Source: an optimization exercise on an open RTL-to-GDS flow (aim: small area, a short achievable clock period and few clock cycles per item). Production flows keep margins and buffers that such runs may drop. Only simulation tests tie the RTL to the original design; equivalence was not proved. Power is estimated from default activity; no workload was simulated.

==> flow/design.v <==
`timescale 1ns / 1ps
`default_nettype none
package rcpm_pkg;
    localparam int LAYERS_DEF         = 3;
    localparam int LEDS_PER_LAYER_DEF = 9;
    localparam int DRIVE_W  = 27;
    localparam int SELECT_W = 3;
    localparam logic [7:0] PERIOD_RESET = 8'd255;
    localparam logic CMD_TICK  = 1'b0;
    localparam logic CMD_WRITE = 1'b1;
    localparam int COLOUR_W = 24;
    localparam int IN_W        = 31;
    localparam int IN_CMD      = 30;
    localparam int IN_LAYER_LO = 28;
    localparam int IN_LED_LO   = 24;
    localparam int OUT_W = 38;
endpackage
`default_nettype wire
`timescale 1ns / 1ps
`default_nettype none
module rcpm_colour_store #(
    parameter int LAYERS         = rcpm_pkg::LAYERS_DEF,
    parameter int LEDS_PER_LAYER = rcpm_pkg::LEDS_PER_LAYER_DEF
) (
    input  wire logic                         aclk,
    input  wire logic                         aresetn,
    input  wire logic                         wr_en,
    input  wire logic [1:0]                   wr_layer,
    input  wire logic [3:0]                   wr_led,
    input  wire logic [23:0]                  wr_colour,
    input  wire logic [LAYERS-1:0]            rd_layer_oh,
    output logic [LEDS_PER_LAYER*24-1:0]      rd_row
);
    localparam int ROW_W = LEDS_PER_LAYER * 24;
    logic [LAYERS*ROW_W-1:0] store_reg;
    logic [23:0]             wdata;
    assign wdata = wr_colour & {24{aresetn}};
    for (genvar l = 0; l < LAYERS; l++) begin : g_layer
        for (genvar i = 0; i < LEDS_PER_LAYER; i++) begin : g_led
            logic en;
            assign en = !aresetn || (wr_en && (wr_layer == 2'(l)) && (wr_led == 4'(i)));
            always_ff @(posedge aclk) begin
                if (en) begin
                    store_reg[(l*ROW_W + i*24) +: 24] <= wdata;
                end
            end
        end
    end
    always_comb begin
        rd_row = '0;
        for (int l = 0; l < LAYERS; l++) begin
            rd_row = rd_row | (store_reg[l*ROW_W +: ROW_W] & {ROW_W{rd_layer_oh[l]}});
        end
    end
endmodule
`default_nettype wire
`timescale 1ns / 1ps
`default_nettype none
module rcpm_compare #(
    parameter int LEDS_PER_LAYER = rcpm_pkg::LEDS_PER_LAYER_DEF
) (
    input  wire logic [7:0]                      pos,
    input  wire logic [LEDS_PER_LAYER*24-1:0]    row,
    output logic [rcpm_pkg::DRIVE_W-1:0]         drive_bits
);
    localparam int BW = 3 * LEDS_PER_LAYER;
    logic [BW-1:0] raw;
    function automatic logic lt8(input logic [7:0] p, input logic [7:0] c);
        logic r;
        r = 1'b0;
        for (int k = 0; k < 8; k++) begin
            r = (c[k] & ~p[k]) | ((c[k] | ~p[k]) & r);
        end
        lt8 = r;
    endfunction
    for (genvar i = 0; i < LEDS_PER_LAYER; i++) begin : g_led
        assign raw[3*i]   = lt8(pos, row[i*24 + 16 +: 8]);
        assign raw[3*i+1] = lt8(pos, row[i*24 + 8 +: 8]);
        assign raw[3*i+2] = lt8(pos, row[i*24 +: 8]);
    end
    assign drive_bits = rcpm_pkg::DRIVE_W'(raw);
endmodule
`default_nettype wire
`timescale 1ns / 1ps
`default_nettype none
module rcpm_pwm_counter #(
    parameter int LAYERS = rcpm_pkg::LAYERS_DEF
) (
    input  wire logic              aclk,
    input  wire logic              aresetn,
    input  wire logic              cfg_wr_en,
    input  wire logic [7:0]        cfg_wr_data,
    input  wire logic              tick,
    input  wire logic              recalc,
    input  wire logic [7:0]        pos_cur,
    input  wire logic [LAYERS-1:0] layer_cur_oh,
    output logic [7:0]             pos_next,
    output logic [LAYERS-1:0]      layer_next_oh
);
    logic [7:0]        pm1_reg;
    logic              low_reg;
    logic              wrap;
    logic [7:0]        base_pos;
    logic [LAYERS-1:0] base_layer;
    logic [7:0]        step_pos;
    logic [LAYERS-1:0] step_layer;
    always_comb begin
        if (recalc) begin
            wrap       = low_reg || (pos_cur >= pm1_reg);
            base_pos   = pos_cur;
            base_layer = layer_cur_oh;
        end else begin
            wrap       = low_reg || (pos_next == pm1_reg);
            base_pos   = pos_next;
            base_layer = layer_next_oh;
        end
        step_pos   = wrap ? 8'd0 : base_pos + 8'd1;
        step_layer = wrap ? {base_layer[LAYERS-2:0], base_layer[LAYERS-1]} : base_layer;
    end
    always_ff @(posedge aclk) begin
        if (!aresetn) begin
            pm1_reg       <= rcpm_pkg::PERIOD_RESET - 8'd1;
            low_reg       <= 1'b0;
            pos_next      <= 8'd1;
            layer_next_oh <= LAYERS'(1);
        end else begin
            if (cfg_wr_en) begin
                pm1_reg <= cfg_wr_data - 8'd1;
                low_reg <= cfg_wr_data <= 8'd1;
            end
            if (tick || recalc) begin
                pos_next      <= step_pos;
                layer_next_oh <= step_layer;
            end
        end
    end
endmodule
`default_nettype wire
`timescale 1ns / 1ps
`default_nettype none
module rgb_cube_pwm_multiplexer #(
    parameter int LAYERS         = rcpm_pkg::LAYERS_DEF,
    parameter int LEDS_PER_LAYER = rcpm_pkg::LEDS_PER_LAYER_DEF
) (
    input  wire logic          aclk,
    input  wire logic          aresetn,
    input  wire logic          cfg_wr_en,
    input  wire logic [7:0]    cfg_wr_data,
    input  wire logic          s_valid,
    output logic               s_ready,
    input  wire logic [30:0]   s_data,
    output logic               m_valid,
    input  wire logic          m_ready,
    output logic [37:0]        m_data
);
    logic                         ready_reg;
    logic                         pend_reg;
    logic                         recalc_reg;
    logic                         out_valid_reg;
    logic [26:0]                  drive_reg;
    logic [LAYERS-1:0]            sel_reg;
    logic [7:0]                   pos_reg;
    logic                         acc;
    logic                         acc_tick;
    logic                         acc_write;
    logic                         want;
    logic                         load;
    logic                         pend_d;
    logic [7:0]                   pos_next;
    logic [LAYERS-1:0]            layer_next_oh;
    logic [LEDS_PER_LAYER*24-1:0] row;
    logic [rcpm_pkg::DRIVE_W-1:0] drive_bits;
    assign acc       = s_valid && ready_reg;
    assign acc_tick  = acc && (s_data[rcpm_pkg::IN_CMD] == rcpm_pkg::CMD_TICK);
    assign acc_write = acc && (s_data[rcpm_pkg::IN_CMD] == rcpm_pkg::CMD_WRITE);
    assign want      = acc_tick || pend_reg;
    assign load      = want && (!out_valid_reg || m_ready);
    assign pend_d    = want && out_valid_reg && !m_ready;
    rcpm_colour_store #(
        .LAYERS         (LAYERS),
        .LEDS_PER_LAYER (LEDS_PER_LAYER)
    ) u_store (
        .aclk        (aclk),
        .aresetn     (aresetn),
        .wr_en       (acc_write),
        .wr_layer    (s_data[rcpm_pkg::IN_LAYER_LO +: 2]),
        .wr_led      (s_data[rcpm_pkg::IN_LED_LO +: 4]),
        .wr_colour   (s_data[23:0]),
        .rd_layer_oh (layer_next_oh),
        .rd_row      (row)
    );
    rcpm_pwm_counter #(
        .LAYERS (LAYERS)
    ) u_counter (
        .aclk          (aclk),
        .aresetn       (aresetn),
        .cfg_wr_en     (cfg_wr_en),
        .cfg_wr_data   (cfg_wr_data),
        .tick          (load),
        .recalc        (recalc_reg),
        .pos_cur       (pos_reg),
        .layer_cur_oh  (sel_reg),
        .pos_next      (pos_next),
        .layer_next_oh (layer_next_oh)
    );
    rcpm_compare #(
        .LEDS_PER_LAYER (LEDS_PER_LAYER)
    ) u_compare (
        .pos        (pos_next),
        .row        (row),
        .drive_bits (drive_bits)
    );
    always_ff @(posedge aclk) begin
        if (!aresetn) begin
            ready_reg     <= 1'b1;
            pend_reg      <= 1'b0;
            recalc_reg    <= 1'b0;
            out_valid_reg <= 1'b0;
        end else begin
            ready_reg     <= !pend_d && !cfg_wr_en;
            pend_reg      <= pend_d;
            recalc_reg    <= cfg_wr_en;
            out_valid_reg <= load || (out_valid_reg && !m_ready);
        end
    end
    always_ff @(posedge aclk) begin
        if (!aresetn) begin
            sel_reg <= LAYERS'(1);
            pos_reg <= 8'd0;
        end else if (load) begin
            sel_reg <= layer_next_oh;
            pos_reg <= pos_next;
        end
    end
    always_ff @(posedge aclk) begin
        if (!aresetn) begin
            drive_reg <= '0;
        end else if (!out_valid_reg || m_ready) begin
            drive_reg <= drive_bits;
        end
    end
    assign s_ready = ready_reg;
    assign m_valid = out_valid_reg;
    assign m_data  = {drive_reg, sel_reg, pos_reg};
endmodule
`default_nettype wire
==> flow/flow/run.sh <==
#!/bin/bash
# The standard layout with two changes:
# - plain buf_2 cells as the port buffers (instead of the delay cells the port-buffering step
#   otherwise picks);
# - after the placement resizer, each net that drives more than 14 loads, most of them register enable (DE) or data (D) pins,
#   is split by place into groups, each driven by its own buffer (post_resize.tcl), so the
#   write enables of the colour store reach their flip-flops in time.
# Each tool's output goes to its log under orfs/logs; the whole make run is also kept in
# standard.log.
set -euo pipefail
export BUFFER_PORTS_ARGS="-buffer_cell sky130_fd_sc_hd__buf_2"
export POST_RESIZE_TCL="$PWD/flow/post_resize.tcl"
export FO_MAX=14
export FO_BUF=sky130_fd_sc_hd__buf_2
export FO_PIN="DE D"
bash standard.sh > standard.log 2>&1
==> flow/flow/post_resize.tcl <==
# Split high-fanout signal nets: group each net's loads by place into groups of at most
# FANOUT_MAX and drive each group from its own buffer at the group's centre.
proc fo_split_net {net maxfo bufcell} {
  set loads {}
  foreach it [$net getITerms] {
    if {[$it isInputSignal]} {
      set inst [$it getInst]
      lassign [$inst getLocation] x y
      lappend loads [list $x $y "[$inst getName]/[[$it getMTerm] getName]"]
    }
  }
  set n [llength $loads]
  if {$n <= $maxfo} { return 0 }
  set g [expr {int(ceil(double($n) / $maxfo))}]
  set strips [expr {max(1, int(round(sqrt($g))))}]
  set per_strip [expr {int(ceil(double($n) / $strips))}]
  set loads [lsort -integer -index 0 $loads]
  set made 0
  for {set s 0} {$s < $strips} {incr s} {
    set strip [lrange $loads [expr {$s * $per_strip}] [expr {($s + 1) * $per_strip - 1}]]
    set strip [lsort -integer -index 1 $strip]
    set m [llength $strip]
    set k [expr {int(ceil(double($m) / $maxfo))}]
    set per [expr {int(ceil(double($m) / $k))}]
    for {set i 0} {$i < $m} {incr i $per} {
      set grp [lrange $strip $i [expr {$i + $per - 1}]]
      set sx 0; set sy 0; set pins {}
      foreach l $grp { set sx [expr {$sx + [lindex $l 0]}]; set sy [expr {$sy + [lindex $l 1]}]; lappend pins [get_pins [lindex $l 2]] }
      set dbu [[ord::get_db_tech] getDbUnitsPerMicron]
      set cx [expr {double($sx) / [llength $grp] / $dbu}]
      set cy [expr {double($sy) / [llength $grp] / $dbu}]
      insert_buffer -buffer_cell $bufcell -net [$net getName] -load_pins $pins -location [list $cx $cy]
      incr made
    }
  }
  return $made
}

proc fo_split_all {maxfo bufcell {pinpat *}} {
  set total 0
  set nets {}
  foreach net [[ord::get_db_block] getNets] {
    if {[$net getSigType] ne "SIGNAL"} continue
    if {[$net isSpecial]} continue
    set nl 0
    set np 0
    foreach it [$net getITerms] {
      if {[$it isInputSignal]} {
        incr nl
        set mt [[$it getMTerm] getName]
        foreach pp $pinpat { if {[string match $pp $mt]} { incr np; break } }
      }
    }
    if {$nl > $maxfo && 2 * $np >= $nl} { lappend nets $net }
  }
  foreach net $nets {
    # skip the clock
    set drv [$net getFirstOutput]
    if {[string match -nocase "*clk*" [$net getName]]} continue
    incr total [fo_split_net $net $maxfo $bufcell]
  }
  puts "fanout split: [llength $nets] nets, $total buffers"
}

fo_split_all $::env(FO_MAX) $::env(FO_BUF) $::env(FO_PIN)
==> flow/standard.sh <==
#!/bin/bash
# synth_recipe.tcl (not shown) runs the flow's synth.tcl, then flattens the netlist and writes it again
# the make line also repeats each setting of config.mk as NAME=value (left out here)
make -C /OpenROAD-flow-scripts/flow DESIGN_CONFIG=/design/flow/config.mk WORK_HOME=/design/flow/orfs CLKGATE_MAP_FILE= SYNTH_SCRIPT=/design/flow/synth_recipe.tcl "${@:-finish}"
==> flow/config.mk <==
export PLATFORM = sky130hd
export DESIGN_NAME = rgb_cube_pwm_multiplexer
export DESIGN_NICKNAME = rgb_cube_pwm_multiplexer
export VERILOG_FILES = /design/flow/design.v
export SDC_FILE = /design/flow/constraint.sdc
export NUM_CORES = 4
export LEC_CHECK = 0
export CAP_MARGIN = 20
export CORE_MARGIN = 2
export CORE_UTILIZATION = 40
export CTS_CLUSTER_DIAMETER = 100
export CTS_CLUSTER_SIZE = 20
export SETUP_SLACK_MARGIN = 3.3
export SLEW_MARGIN = 20
==> flow/constraint.sdc <==
create_clock -name core_clock -period 5.5 [get_ports {aclk}]
set_input_delay 1.1000 -clock core_clock [delete_from_list [all_inputs] [get_ports {aclk}]]
set_output_delay 1.1000 -clock core_clock [all_outputs]
set_load 0.01 [all_outputs]
==> key figures <==
Critical path
  • Crit path from: drive_reg[14]$_SDFFE_PN0N_
  • Crit. End Element: output port
  • Crit-path cells: buf_6
  • Crit path largest cell delay: 0.43 ns
  • Reg2Reg Depth: 8
  • CP max-delay cell: dfxtp_4
  • CP delay by family, top: flip-flops
  • Worst Path Max Fanout: 2
  • Reg-to-Reg End: drive_reg[20]$_SDFFE_PN0N_
  • WS Path Type: flop to output port
  • Reg-to-reg slack, setup: 3.35 ns
  • CP startpoint kind: flop
  • Reg2Reg Launch Point: u_counter.layer_next_oh[2]$_SDFFE_PN0P_
  • Worst path arrival time: 1.15 ns
  • Bufs and invs on worst path: 1
  • Crit path to: m_data[25]
  • Crit path depth: 1
  • Worst Path Required: 4.40 ns

Logic synthesis
  • Post-synth top flop: edfxtp_1
  • Synth cell count leaders: edfxtp_1 (648), a222oi_1 (216), nor2_1 (141)
  • Synth unique cells: 47
  • Post-Synth Adder-Cell Area: 0.00560
  • Sequential-to-total area share from yosys stat: 0.736
  • Post-synthesis mux area share: 0.00342
  • Syn. warnings: 4
  • Simple-gate portion of the synthesized area: 0.0550
  • Syn Area/Cell: 14.9 µm²
  • Synth top area cells: edfxtp_1 (69%), a222oi_1 (7.7%), dfxtp_1 (4.4%)
  • Yosys reg bits: 710
  • Synth Area in Compound Gates: 0.166
  • Post-Syn Instances: 1885
  • Yosys top cell area share: 0.692
  • Leading area contributor after synthesis: edfxtp_1
  • Largest family of logic cells by synthesized area: compound AO/OA/AOI/OAI gates
  • FFs w/ async S/R, synth: 0
  • Count leader, synth: edfxtp_1
  • Number of synthesized flops with an enable pin: 648
  • Post-synth net total: 1940
  • Mapped cell area: 0.0281 mm²
  • XOR/XNOR Fraction of Synth Area: 0.00623

Flow run
  • Max-cap viol count: 0

Die
  • CORE AREA: 0.0698 mm²
  • Top Ports: 84
  • FP Rows: 97
  • Die Span Y: 269 µm
  • Full die area: 0.0725 mm²
  • Width of the die: 269 µm
  • Starting Density: 0.403

Clock tree
  • H-Tree Depth: 2
  • CTS tree: yes
  • Num CTS Buffers: 41
  • Worst-path clk slew: 0.09 ns
  • CTS Buffer Depth: 3
  • # clock sinks: 710
  • Root Driver: clkbuf_16
  • Hold-fix buffers at CTS: 0
  • Later-pin clock latency in the skew report: 0.59 ns

Final layout
  • Largest register FFs: 648
  • Area delta synth->final: 15.2%
  • Post-layout nets: 2073
  • Fin area: 0.0324 mm²
  • Final core utilization: 0.464
  • Fillcell total: 5963
  • Share of layout cells above drive strength 1: 0.218

GRT
  • Initial antenna violation count: 7
  • Vias in the first global route: 18200
  • Largest net degree at the start of global routing: 87
  • Total Routing Usage GR: 0.228
  • First-pass GRT wire length: 122000 µm
  • Total gr overflow: 0

Timing
  • RSZ-0062 raised after global routing: yes
  • Slew Limit Fails: 0
  • Slew headroom: 0.442
  • Fmax: 0.445 GHz
  • Max Clock Skew: 0.0145 ns
  • Setup TNS: 0 ns
  • Period utilization: 0.409
  • Final Hold Fails: 0
  • Worst Tran Pin Value: 0.837 ns
  • Min Tclk post-route: 2.25 ns
  • Endpoints failing setup: 0

Power
  • Design Power: 10500 µW
  • PD cells: 323 mW/mm²
  • VDD IR max: 207 µV
  • Leak: 0.0112 µW

Drt
  • Wire length per cell: 29.1 µm
  • DR pass1 iterations: 7
  • Post-DRT Antenna Nets: 0
  • DRT Wirelength: 87100 µm
  • DRC: 0
  • Vias: 19000
  • Routed vias/inst: 6.34
  • First DRT Iteration DRCs: 3193

Run status
  • Run status: complete, no violations

Placed design
  • # port buffers: 83
  • DP HPWL: 49800 µm
  • Dpl cell area: 0.0301 mm²
  • Routability-driven placement congestion ratio: 0.830

Worst hold path
  • Hold crit path type: flop to flop
worst min path at each step:
stage | start | to | slack (ns) | cells past startpoint
floorplan | u_counter.low_reg$_SDFFE_PN0P_ | u_counter.low_reg$_SDFFE_PN0P_ | 0.45 | 2
global placement | u_counter.low_reg$_SDFFE_PN0P_ | u_counter.low_reg$_SDFFE_PN0P_ | 0.47 | 2
detailed placement | u_counter.low_reg$_SDFFE_PN0P_ | u_counter.low_reg$_SDFFE_PN0P_ | 0.48 | 2
CTS | sel_reg[2]$_SDFFE_PN0P_ | sel_reg[2]$_SDFFE_PN0P_ | 0.49 | 2
global route | sel_reg[1]$_SDFFE_PN0P_ | sel_reg[1]$_SDFFE_PN0P_ | 0.54 | 2
finish | sel_reg[2]$_SDFFE_PN0P_ | sel_reg[2]$_SDFFE_PN0P_ | 0.49 | 2
cell usage in the layout, fill, tap and decap left out, drive strengths merged, types with 51 or more instances in the layout:
master  synthesis  routed
edfxtp        648     648
a222oi        216     216
buf            74     216
nor2          141     141
a21oi         113     113
clkbuf         85     101
nand2          71      71
o21ai          69      69
dfxtp          62      62
a31oi          51      51
timing repair:
action                                  4_1_cts  5_1_grt
cloned                                        3        2
endpoints found under the setup margin      794      348
resized for setup                           100       64
buffers inserted                             19       20
pin swaps                                     0        7
cell families after synthesis:
| kind of cell | count (synthesis) |
|---|---|
| adders and majority gates | 13 |
| DFF | 710 |
| and+or+nand+nor | 343 |
| AOI/OAI and AO/OA | 619 |
| xor gates and xnor gates | 20 |
| muxes | 9 |
| buffers and inverters | 171 |
power by group:
group / total (µW) / switching, µW / internal (µW) / leakage (µW)
clock network: 3170 / 1690 / 1480 / 0.000574
logic: 973 / 647 / 326 / 0.00342
registers: 6330 / 115 / 6210 / 0.00722
worst reg2reg max path: stages (launching register included):
cell and delay (ns):
dfxtp_4 0.50, clkbuf_8 0.26, buf_4 0.14, a222oi_1 0.07, o31ai_1 0.21, nand2_1 0.10, maj3_1 0.36, a221oi_1 0.28
o31a_1 0.18
routing by layer:
metal  global-route usage  up-vias  routed length (µm)
li1                     -     8139                   -
met1                0.294     9596               32800
met2                0.378     1057               41900
met3               0.0299      176                7600
met4                0.114        2                4770
met5                    0        -                  13
metrics by stage:
step / setup WS [ns] / instances / hold WS [ns]
floorplan: 2.94 / 1885 / 0.454
global placement: 2.44 / 2769 / 0.470
detailed placement: 2.31 / 2871 / 0.483
CTS: 3.23 / 2966 / 0.490
global route: 3.22 / 2989 / 0.544
finish: 3.25 / 2992 / 0.494
layout make-up:
type / count / area [µm²] / area share
Clock buffer: 71 / 1180 / 0.0365
Sequential cell: 710 / 20800 / 0.643
Clock inverter: 2 / 20.0 / 0.000618
Multi-Input combinational cell: 1005 / 7130 / 0.220
Inverter: 12 / 45.0 / 0.00139
Timing Repair Buffer: 248 / 2010 / 0.0619
Tap cell: 940 / 1180 / 0.0363
Antenna cell: 4 / 10.0 / 0.000309
Testbench counts, summed over its fixed seeds: cycles 16,384, items 16,360.

## what the ideal ports hide
The flow's constraints put no driver on any port. The routed layout listed below was extracted and timed again, unchanged, in two steps.
Step 1 sets driving cells, clkbuf_16 on the clock port and buf_2 on the other inputs (assumed; they add their load-dependent delay and slew).
Step 2 adds t to the input delays and takes it off the output delays; t is the mean of the earliest and latest rising clock arrival at the registers after step 1. Input paths then give back, and output paths get back, about the clock's delay inside the block.
Three values: ideal, step 1, step 2; two values: the first two.
shift t [ns]: 0.651
slack for setup (ns): 3.252 / 3.188 / 2.690
worst hold slack (ns): 0.494 / 0.494 / 0.494
worst setup path after step 2: input to register
After both steps this run still meets setup and hold. For this run, drivers alone change the setup slack by -0.064 ns; drivers and shift together by -0.562 ns.
